What follows belongs to an exercise in optimizing a design on an open flow for small area and a short achievable clock period; a production flow would make more cautious choices.
The RTL was checked by simulation tests, not by an equivalence proof against the original design.
The clock port is modelled as an ideal driver; clocking choices that lean on that would not hold on a real chip.

==> exp/indigo <==
==> flow/design.v (excerpt) <==
module mac_top #(
   parameter int A_WIDTH = 18,
   parameter int B_WIDTH = 18,
   parameter int P_WIDTH = 48
) (
   input  logic                      clk,
   input  logic                      rst_n,
   input  logic signed [A_WIDTH-1:0] data_a,
   input  logic signed [B_WIDTH-1:0] data_b,
   input  mac_pkg::mac_op_e          op,
   input  logic                      activate_mac,
   output logic signed [P_WIDTH-1:0] data_p,
   output logic                      p_valid
);
export LEC_CHECK = 0
export ABC_AREA = 1
export CAP_MARGIN = 20
export CORE_MARGIN = 2
export CORE_UTILIZATION = 40
export CTS_BUF_LIST = sky130_fd_sc_hd__clkbuf_4 sky130_fd_sc_hd__clkbuf_8
export HOLD_SLACK_MARGIN = 0.1
export SLEW_MARGIN = 20
create_clock -name core_clock -period 10.0 [get_ports {clk}]
standard.sh (not shown) runs the stock make flow with config.mk's settings and CLKGATE_MAP_FILE= SYNTH_SCRIPT=/design/flow/synth_recipe.tcl, a recipe that flattens the netlist after the stock synthesis.
==> flow/flow/run.sh <==
#!/bin/bash
# The standard layout, with these changes in how it is made:
# - Yosys's synth runs without its early ABC pass (-noabc), so the full
#   adders it extracts keep their polarity (no inverters between them);
# - the port buffers are the smallest buffer (buf_1) instead of the
#   default clkdlybuf4s50_1; every port is still buffered;
# - after CTS, flow/pq_clock_delay.tcl puts delay chains in front of the
#   result register's clock (useful skew for the register-to-register
#   multiply-add paths);
# - only the setup repair after global routing, the first that sees that
#   skew, is given a setup margin (flow/grt_margin.tcl).
export SYNTH_ARGS="-noabc"
export BUFFER_PORTS_ARGS="-buffer_cell sky130_fd_sc_hd__buf_1"
export POST_CTS_TCL="$PWD/flow/pq_clock_delay.tcl"
export PQ_DLY_CELLS="sky130_fd_sc_hd__clkdlybuf4s50_1 sky130_fd_sc_hd__clkdlybuf4s50_1 sky130_fd_sc_hd__clkdlybuf4s50_1"
export PQ_SKIP_BITS=8
export PQ_BUF_CELL=sky130_fd_sc_hd__clkbuf_8
export PRE_GLOBAL_ROUTE_TCL="$PWD/flow/grt_margin.tcl"
bash standard.sh > standard.log 2>&1
==> flow/flow/grt_margin.tcl <==
# Pre-global-route hook: the setup repair after global routing aims at
# 5.35 ns of slack. It is the first repair that sees the
# result register's delayed clock, so it is the only one given a margin.
set ::env(SETUP_SLACK_MARGIN) 5.35
Other scripts of this flow, unchanged in this note and not shown: flow/flow/pq_clock_delay.tcl
==> inputs of exp/pepper, as changes to exp/indigo <==
--- a/flow/flow/run.sh
+++ b/flow/flow/run.sh
@@ -8,5 +8,3 @@
 #   result register's clock (useful skew for the register-to-register
-#   multiply-add paths);
-# - only the setup repair after global routing, the first that sees that
-#   skew, is given a setup margin (flow/grt_margin.tcl).
+#   multiply-add paths).
 export SYNTH_ARGS="-noabc"
@@ -17,3 +15,2 @@
 export PQ_BUF_CELL=sky130_fd_sc_hd__clkbuf_8
-export PRE_GLOBAL_ROUTE_TCL="$PWD/flow/grt_margin.tcl"
 bash standard.sh > standard.log 2>&1
--- a/flow/config.mk
+++ b/flow/config.mk
@@ -11,4 +11,3 @@
 export CORE_UTILIZATION = 40
-export CTS_BUF_LIST = sky130_fd_sc_hd__clkbuf_4 sky130_fd_sc_hd__clkbuf_8
-export HOLD_SLACK_MARGIN = 0.1
+export HOLD_SLACK_MARGIN = 0.05
 export SLEW_MARGIN = 20
removed: flow/flow/grt_margin.tcl
==> qor summary <==
Run status: exp/pepper finished with violations; exp/indigo complete, no violations
Reasons for failing layout checks: exp/pepper hold timing; exp/indigo -
Layout overhead on the synthesized area: exp/pepper 12.60%; exp/indigo 17.98%
Layout Cells excl Fill: exp/pepper 1624; exp/indigo 1681
CP Max Fanout: exp/pepper 15; exp/indigo 2
Destination of the critical timing path: exp/pepper p_q[47]; exp/indigo data_p[38]
Routed length on met2: exp/pepper 13980 µm; exp/indigo 14630 µm
Total routed wirelength: exp/pepper 28450 µm; exp/indigo 29660 µm
Fraction of final layout cells with drive strength greater than 1: exp/pepper 4.013%; exp/indigo 10.67%
Source of the critical timing path: exp/pepper neg_q[7]; exp/indigo p_q[38]
First-pass iteration count of the detailed router: exp/pepper 5; exp/indigo 6
Fill cells: exp/pepper 2705; exp/indigo 2678
Global-route usage over all layers: exp/pepper 20.72%; exp/indigo 20.79%
Wire length of the first global-routing pass: exp/pepper 47260 µm; exp/indigo 47420 µm
Slowest cell on the critical path: exp/pepper sky130_fd_sc_hd__dfxtp_1; exp/indigo sky130_fd_sc_hd__dfrtp_1

==> inputs of violet <==
Another version of the RTL of mac_top (not shown whole).
Settings: LEC_CHECK=0, ABC_AREA=1, CAP_MARGIN=20, CORE_MARGIN=2, CORE_UTILIZATION=40, CTS_BUF_LIST=sky130_fd_sc_hd__clkbuf_4 sky130_fd_sc_hd__clkbuf_8, HOLD_SLACK_MARGIN=0.1, SLEW_MARGIN=20; clock period 10.0 ns.
==> flow/flow/run.sh <==
#!/bin/bash
# The standard layout, with these changes in how it is made:
# - Yosys's synth runs without its early ABC pass (-noabc), so the full
#   adders it extracts keep their polarity (no inverters between them);
# - the port buffers are the smallest buffer (buf_1) instead of the
#   default clkdlybuf4s50_1; every port is still buffered;
# - after CTS, flow/pq_clock_delay.tcl puts delay chains in front of the
#   result register's clock (useful skew for the register-to-register
#   multiply-add paths);
# - only the setup repair after global routing, the first that sees that
#   skew, is given a setup margin (flow/grt_margin.tcl).
export SYNTH_ARGS="-noabc"
export BUFFER_PORTS_ARGS="-buffer_cell sky130_fd_sc_hd__buf_1"
export POST_CTS_TCL="$PWD/flow/pq_clock_delay.tcl"
export PQ_DLY_CELLS="sky130_fd_sc_hd__clkdlybuf4s50_1 sky130_fd_sc_hd__clkdlybuf4s50_1 sky130_fd_sc_hd__clkdlybuf4s50_1"
export PQ_SKIP_BITS=8
export PQ_BUF_CELL=sky130_fd_sc_hd__clkbuf_8
export PRE_GLOBAL_ROUTE_TCL="$PWD/flow/grt_margin.tcl"
bash standard.sh > standard.log 2>&1
Other scripts of this flow, unchanged in this note and not shown: flow/flow/grt_margin.tcl, flow/flow/pq_clock_delay.tcl
==> inputs of cedar, as changes to violet <==
--- a/flow/design.v
+++ b/flow/design.v
@@ -817,36 +817,36 @@
    assign s182 = pg[3] ^ s180 ^ c179;
    assign c183 = (pg[3] & s180) | (pg[3] & c179) | (s180 & c179);
    assign s184 = neg_q[2] ^ pp5 ^ pp22;
    assign c185 = (neg_q[2] & pp5) | (neg_q[2] & pp22) | (pp5 & pp22);
    assign s186 = pp39 ^ pg[4] ^ s184;
    assign c187 = (pp39 & pg[4]) | (pp39 & s184) | (pg[4] & s184);
-   assign s188 = c181 ^ s186;
-   assign c189 = c181 & s186;
+   assign s188 = c181 ^ s186 ^ c183;
+   assign c189 = (c181 & s186) | (c181 & c183) | (s186 & c183);
    assign s190 = pp6 ^ pp23 ^ pp40;
    assign c191 = (pp6 & pp23) | (pp6 & pp40) | (pp23 & pp40);
    assign s192 = c185 ^ pg[5] ^ s190;
    assign c193 = (c185 & pg[5]) | (c185 & s190) | (pg[5] & s190);
-   assign s194 = c187 ^ s192 ^ c189;
-   assign c195 = (c187 & s192) | (c187 & c189) | (s192 & c189);
+   assign s194 = c187 ^ s192;
+   assign c195 = c187 & s192;
    assign s196 = neg_q[3] ^ pp7 ^ pp24;
    assign c197 = (neg_q[3] & pp7) | (neg_q[3] & pp24) | (pp7 & pp24);
    assign s198 = pp41 ^ pp58 ^ c191;
    assign c199 = (pp41 & pp58) | (pp41 & c191) | (pp58 & c191);
    assign s200 = pg[6] ^ s196 ^ c193;
    assign c201 = (pg[6] & s196) | (pg[6] & c193) | (s196 & c193);
-   assign s202 = s198 ^ s200 ^ c195;
-   assign c203 = (s198 & s200) | (s198 & c195) | (s200 & c195);
+   assign s202 = s198 ^ c195 ^ s200;
+   assign c203 = (s198 & c195) | (s198 & s200) | (c195 & s200);
    assign s204 = pp8 ^ pp25 ^ pp42;
    assign c205 = (pp8 & pp25) | (pp8 & pp42) | (pp25 & pp42);
    assign s206 = pp59 ^ c197 ^ pg[7];
    assign c207 = (pp59 & c197) | (pp59 & pg[7]) | (c197 & pg[7]);
    assign s208 = s204 ^ c199 ^ s206;
    assign c209 = (s204 & c199) | (s204 & s206) | (c199 & s206);
-   assign s210 = c201 ^ s208;
-   assign c211 = c201 & s208;
+   assign s210 = c201 ^ s208 ^ c203;
+   assign c211 = (c201 & s208) | (c201 & c203) | (s208 & c203);
    assign s212 = neg_q[4] ^ pp9 ^ pp26;
    assign c213 = (neg_q[4] & pp9) | (neg_q[4] & pp26) | (pp9 & pp26);
    assign s214 = pp43 ^ pp60 ^ pp77;
    assign c215 = (pp43 & pp60) | (pp43 & pp77) | (pp60 & pp77);
    assign s216 = c205 ^ pg[8] ^ s212;
    assign c217 = (c205 & pg[8]) | (c205 & s212) | (pg[8] & s212);
@@ -883,14 +883,14 @@
    assign s248 = c233 ^ c235 ^ pg[11];
    assign c249 = (c233 & c235) | (c233 & pg[11]) | (c235 & pg[11]);
    assign s250 = s244 ^ s246 ^ c237;
    assign c251 = (s244 & s246) | (s244 & c237) | (s246 & c237);
    assign s252 = s248 ^ c239 ^ s250;
    assign c253 = (s248 & c239) | (s248 & s250) | (c239 & s250);
-   assign s254 = c241 ^ s252;
-   assign c255 = c241 & s252;
+   assign s254 = c241 ^ s252 ^ c243;
+   assign c255 = (c241 & s252) | (c241 & c243) | (s252 & c243);
    assign s256 = neg_q[6] ^ pp13 ^ pp30;
    assign c257 = (neg_q[6] & pp13) | (neg_q[6] & pp30) | (pp13 & pp30);
    assign s258 = pp47 ^ pp64 ^ pp81;
    assign c259 = (pp47 & pp64) | (pp47 & pp81) | (pp64 & pp81);
    assign s260 = pp98 ^ pp115 ^ c245;
    assign c261 = (pp98 & pp115) | (pp98 & c245) | (pp115 & c245);
@@ -911,14 +911,14 @@
    assign s276 = pg[13] ^ s270 ^ s272;
    assign c277 = (pg[13] & s270) | (pg[13] & s272) | (s270 & s272);
    assign s278 = c261 ^ c263 ^ s274;
    assign c279 = (c261 & c263) | (c261 & s274) | (c263 & s274);
    assign s280 = s276 ^ c265 ^ s278;
    assign c281 = (s276 & c265) | (s276 & s278) | (c265 & s278);
-   assign s282 = c267 ^ s280;
-   assign c283 = c267 & s280;
+   assign s282 = c267 ^ s280 ^ c269;
+   assign c283 = (c267 & s280) | (c267 & c269) | (s280 & c269);
    assign s284 = neg_q[7] ^ pp15 ^ pp32;
    assign c285 = (neg_q[7] & pp15) | (neg_q[7] & pp32) | (pp15 & pp32);
    assign s286 = pp49 ^ pp66 ^ pp83;
    assign c287 = (pp49 & pp66) | (pp49 & pp83) | (pp66 & pp83);
    assign s288 = pp100 ^ pp117 ^ pp134;
    assign c289 = (pp100 & pp117) | (pp100 & pp134) | (pp117 & pp134);
@@ -943,14 +943,14 @@
    assign s308 = s300 ^ s302 ^ c291;
    assign c309 = (s300 & s302) | (s300 & c291) | (s302 & c291);
    assign s310 = c293 ^ s304 ^ s306;
    assign c311 = (c293 & s304) | (c293 & s306) | (s304 & s306);
    assign s312 = s308 ^ c295 ^ s310;
    assign c313 = (s308 & c295) | (s308 & s310) | (c295 & s310);
-   assign s314 = c297 ^ s312;
-   assign c315 = c297 & s312;
+   assign s314 = c297 ^ s312 ^ c299;
+   assign c315 = (c297 & s312) | (c297 & c299) | (s312 & c299);
    assign s316 = neg_q[8] ^ pp17 ^ pp34;
    assign c317 = (neg_q[8] & pp17) | (neg_q[8] & pp34) | (pp17 & pp34);
    assign s318 = pp51 ^ pp68 ^ pp85;
    assign c319 = (pp51 & pp68) | (pp51 & pp85) | (pp68 & pp85);
    assign s320 = pp102 ^ pp119 ^ pp136;
    assign c321 = (pp102 & pp119) | (pp102 & pp136) | (pp119 & pp136);
@@ -961,14 +961,14 @@
    assign s326 = s320 ^ c305 ^ c307;
    assign c327 = (s320 & c305) | (s320 & c307) | (c305 & c307);
    assign s328 = s322 ^ s324 ^ c309;
    assign c329 = (s322 & s324) | (s322 & c309) | (s324 & c309);
    assign s330 = s326 ^ c311 ^ s328;
    assign c331 = (s326 & c311) | (s326 & s328) | (c311 & s328);
-   assign s332 = c313 ^ c315;
-   assign c333 = c313 & c315;
+   assign s332 = c313 ^ s330;
+   assign c333 = c313 & s330;
    assign s334 = pp18 ^ pp35 ^ pp52;
    assign c335 = (pp18 & pp35) | (pp18 & pp52) | (pp35 & pp52);
    assign s336 = pp69 ^ pp86 ^ pp103;
    assign c337 = (pp69 & pp86) | (pp69 & pp103) | (pp86 & pp103);
    assign s338 = pp120 ^ pp137 ^ pp154;
    assign c339 = (pp120 & pp137) | (pp120 & pp154) | (pp137 & pp154);
@@ -1099,14 +1099,14 @@
    assign s464 = c449 ^ c451 ^ pg[25];
    assign c465 = (c449 & c451) | (c449 & pg[25]) | (c451 & pg[25]);
    assign s466 = s460 ^ s462 ^ c453;
    assign c467 = (s460 & s462) | (s460 & c453) | (s462 & c453);
    assign s468 = s464 ^ c455 ^ s466;
    assign c469 = (s464 & c455) | (s464 & s466) | (c455 & s466);
-   assign s470 = c457 ^ s468;
-   assign c471 = c457 & s468;
+   assign s470 = c457 ^ s468 ^ c459;
+   assign c471 = (c457 & s468) | (c457 & c459) | (s468 & c459);
    assign s472 = pp95 ^ pp112 ^ pp129;
    assign c473 = (pp95 & pp112) | (pp95 & pp129) | (pp112 & pp129);
    assign s474 = pp146 ^ pp163 ^ c461;
    assign c475 = (pp146 & pp163) | (pp146 & c461) | (pp163 & c461);
    assign s476 = c463 ^ pg[26] ^ s472;
    assign c477 = (c463 & pg[26]) | (c463 & s472) | (pg[26] & s472);
@@ -1119,14 +1119,14 @@
    assign s484 = pp147 ^ pp164 ^ c473;
    assign c485 = (pp147 & pp164) | (pp147 & c473) | (pp164 & c473);
    assign s486 = pg[27] ^ s482 ^ c475;
    assign c487 = (pg[27] & s482) | (pg[27] & c475) | (s482 & c475);
    assign s488 = c477 ^ s484 ^ s486;
    assign c489 = (c477 & s484) | (c477 & s486) | (s484 & s486);
-   assign s490 = c479 ^ s488;
-   assign c491 = c479 & s488;
+   assign s490 = c479 ^ s488 ^ c481;
+   assign c491 = (c479 & s488) | (c479 & c481) | (s488 & c481);
    assign s492 = pp114 ^ pp131 ^ pp148;
    assign c493 = (pp114 & pp131) | (pp114 & pp148) | (pp131 & pp148);
    assign s494 = pp165 ^ c483 ^ pg[28];
    assign c495 = (pp165 & c483) | (pp165 & pg[28]) | (c483 & pg[28]);
    assign s496 = s492 ^ c485 ^ s494;
    assign c497 = (s492 & c485) | (s492 & s494) | (c485 & s494);
@@ -1135,14 +1135,14 @@
    assign s500 = 1'b1 ^ pp132 ^ pp149;
    assign c501 = (1'b1 & pp132) | (1'b1 & pp149) | (pp132 & pp149);
    assign s502 = pp166 ^ c493 ^ pg[29];
    assign c503 = (pp166 & c493) | (pp166 & pg[29]) | (c493 & pg[29]);
    assign s504 = s500 ^ c495 ^ s502;
    assign c505 = (s500 & c495) | (s500 & s502) | (c495 & s502);
-   assign s506 = c497 ^ s504;
-   assign c507 = c497 & s504;
+   assign s506 = c497 ^ s504 ^ c499;
+   assign c507 = (c497 & s504) | (c497 & c499) | (s504 & c499);
    assign s508 = pp133 ^ pp150 ^ pp167;
    assign c509 = (pp133 & pp150) | (pp133 & pp167) | (pp150 & pp167);
    assign s510 = c501 ^ pg[30] ^ s508;
    assign c511 = (c501 & pg[30]) | (c501 & s508) | (pg[30] & s508);
    assign s512 = c503 ^ s510 ^ c505;
    assign c513 = (c503 & s510) | (c503 & c505) | (s510 & c505);
@@ -1163,36 +1163,36 @@
    assign s528 = pp171 ^ pg[34] ^ c525;
    assign c529 = (pp171 & pg[34]) | (pp171 & c525) | (pg[34] & c525);
    assign s530 = 1'b1 ^ pg[35] ^ c529;
    assign c531 = (1'b1 & pg[35]) | (1'b1 & c529) | (pg[35] & c529);
    assign s532 = 1'b1 ^ pg[36] ^ c531;
    assign c533 = (1'b1 & pg[36]) | (1'b1 & c531) | (pg[36] & c531);
-   assign s534 = 1'b1 ^ pg[37];
-   assign c535 = 1'b1 & pg[37];
-   assign s536 = 1'b1 ^ pg[38] ^ c535;
-   assign c537 = (1'b1 & pg[38]) | (1'b1 & c535) | (pg[38] & c535);
+   assign s534 = 1'b1 ^ pg[37] ^ c533;
+   assign c535 = (1'b1 & pg[37]) | (1'b1 & c533) | (pg[37] & c533);
+   assign s536 = 1'b1 ^ pg[38];
+   assign c537 = 1'b1 & pg[38];
    assign s538 = 1'b1 ^ pg[39] ^ c537;
    assign c539 = (1'b1 & pg[39]) | (1'b1 & c537) | (pg[39] & c537);
    assign s540 = 1'b1 ^ pg[40] ^ c539;
    assign c541 = (1'b1 & pg[40]) | (1'b1 & c539) | (pg[40] & c539);
    assign s542 = 1'b1 ^ pg[41] ^ c541;
    assign c543 = (1'b1 & pg[41]) | (1'b1 & c541) | (pg[41] & c541);
-   assign s544 = 1'b1 ^ pg[42];
-   assign c545 = 1'b1 & pg[42];
+   assign s544 = 1'b1 ^ pg[42] ^ c543;
+   assign c545 = (1'b1 & pg[42]) | (1'b1 & c543) | (pg[42] & c543);
    assign s546 = 1'b1 ^ pg[43] ^ c545;
    assign c547 = (1'b1 & pg[43]) | (1'b1 & c545) | (pg[43] & c545);
-   assign s548 = 1'b1 ^ pg[44] ^ c547;
-   assign c549 = (1'b1 & pg[44]) | (1'b1 & c547) | (pg[44] & c547);
+   assign s548 = 1'b1 ^ pg[44];
+   assign c549 = 1'b1 & pg[44];
    assign s550 = 1'b1 ^ pg[45] ^ c549;
    assign c551 = (1'b1 & pg[45]) | (1'b1 & c549) | (pg[45] & c549);
    assign s552 = 1'b1 ^ pg[46] ^ c551;
    assign c553 = (1'b1 & pg[46]) | (1'b1 & c551) | (pg[46] & c551);
-   assign s554 = 1'b1 ^ pg[47];
-   assign c555 = 1'b1 & pg[47];
-   assign rx = {c553, s552, s550, s548, s546, c543, s542, s540, s538, s536, c533, s532, s530, c527, s526, c519, s518, c507, c499, c491, c481, c471, c459, c447, c433, c419, c403, c387, c369, c351, c333, s330, c299, c283, c269, c255, c243, s242, c221, s220, c203, s202, s194, c183, s182, s178, s174, s172};
-   assign ry = {s554, 1'b0, 1'b0, 1'b0, 1'b0, s544, 1'b0, 1'b0, 1'b0, 1'b0, s534, 1'b0, 1'b0, s528, 1'b0, s522, 1'b0, s512, s506, s498, s490, s480, s470, s458, s446, s432, s418, s402, s386, s368, s350, s332, s314, s298, s282, s268, s254, 1'b0, s230, 1'b0, s210, 1'b0, 1'b0, s188, 1'b0, 1'b0, 1'b0, 1'b0};
+   assign s554 = 1'b1 ^ pg[47] ^ c553;
+   assign c555 = (1'b1 & pg[47]) | (1'b1 & c553) | (pg[47] & c553);
+   assign rx = {s554, s552, s550, c547, s546, s544, s542, s540, s538, c535, s534, s532, s530, c527, s526, c519, s518, c507, s506, c491, s490, c471, s470, c447, c433, c419, c403, c387, c369, c351, c333, c315, s314, c283, s282, c255, s254, s242, c221, s220, s210, s202, c189, s188, s182, s178, s174, s172};
+   assign ry = {1'b0, 1'b0, 1'b0, s548, 1'b0, 1'b0, 1'b0, 1'b0, 1'b0, s536, 1'b0, 1'b0, 1'b0, s528, 1'b0, s522, 1'b0, s512, 1'b0, s498, 1'b0, s480, 1'b0, s458, s446, s432, s418, s402, s386, s368, s350, s332, 1'b0, s298, 1'b0, s268, 1'b0, 1'b0, s230, 1'b0, 1'b0, 1'b0, s194, 1'b0, 1'b0, 1'b0, 1'b0, 1'b0};
    logic [47:0] g0, p0;
    assign g0 = rx & ry;
    assign p0 = rx ^ ry;
    logic gg1;
    assign gg1 = g0[1] | (p0[1] & g0[0]);
    logic gg2;
==> flow_metrics.env <==
export IMPL_outcome="finished clean"
export IMPL_fillCellCount=2669
export IMPL_initial_core_util_pct=40.4
export IMPL_hold_ws_ps=70.9
export IMPL_die_area_mm2=0.0292
export IMPL_ys_seq_area_share_pct=21.0
export IMPL_crit_chain="clkbuf_2"
export IMPL_slew_limit_headroom_pct=28.1
export IMPL_seq_area_mm2=0.00233
export IMPL_max_stage_delay_ps=420
export IMPL_layoutNonFillerInstCount=1637
export IMPL_holdPathStages=7
-- figures above: cedar

==> flow_metrics.env <==
export IMPL_slew_limit_headroom_pct=31.5
export IMPL_die_area_mm2=0.0298
export IMPL_outcome="finished clean"
export IMPL_seq_area_mm2=0.00233
export IMPL_crit_chain="buf_1"
export IMPL_layoutNonFillerInstCount=1682
export IMPL_initial_core_util_pct=40.8
export IMPL_holdPathStages=6
export IMPL_ys_seq_area_share_pct=20.5
-- figures above: violet

re-timing with driven ports:
How much do the figures lean on ideal ports? The routed layouts below were timed once more, with nothing changed but the port constraints.
Step 1 sets driving cells, clkbuf_16 on the clock port and buf_2 on the other inputs (assumed; they add their load-dependent delay and slew).
Step 2, shift: input delay + t, output delay - t, t = (earliest + latest rising clock arrival at the registers) / 2. This alone moves slack from input paths to output paths.
a / b / c = ideal ports / drivers / drivers and shift; a / b = the first two.
run	t (ns)	setup slack, ns	worst hold slack (ns)	clock arrival spread, ns	worst slew at a driven data input, ns	cell pins on the clock port's net
exp/indigo	1.252	5.425 / 5.381 / 5.542	0.032 / 0.032 / 0.032	1.659 / 1.660	0.05	1
exp/pepper	1.238	5.234 / 5.234 / 5.234	-0.035 / -0.035 / -0.035	1.688 / 1.688	0.05	1
violet	1.240	5.457 / 5.411 / 5.565	0.021 / 0.021 / 0.021	1.648 / 1.648	0.06	1
cedar	1.246	5.413 / 5.368 / 5.588	0.071 / 0.071 / 0.071	1.661 / 1.661	0.05	1
In every run listed the clock reaches the registers at very different times; t lies between them, and the last value is a rough guide only. The worst setup slack also covers recovery checks on asynchronous resets.
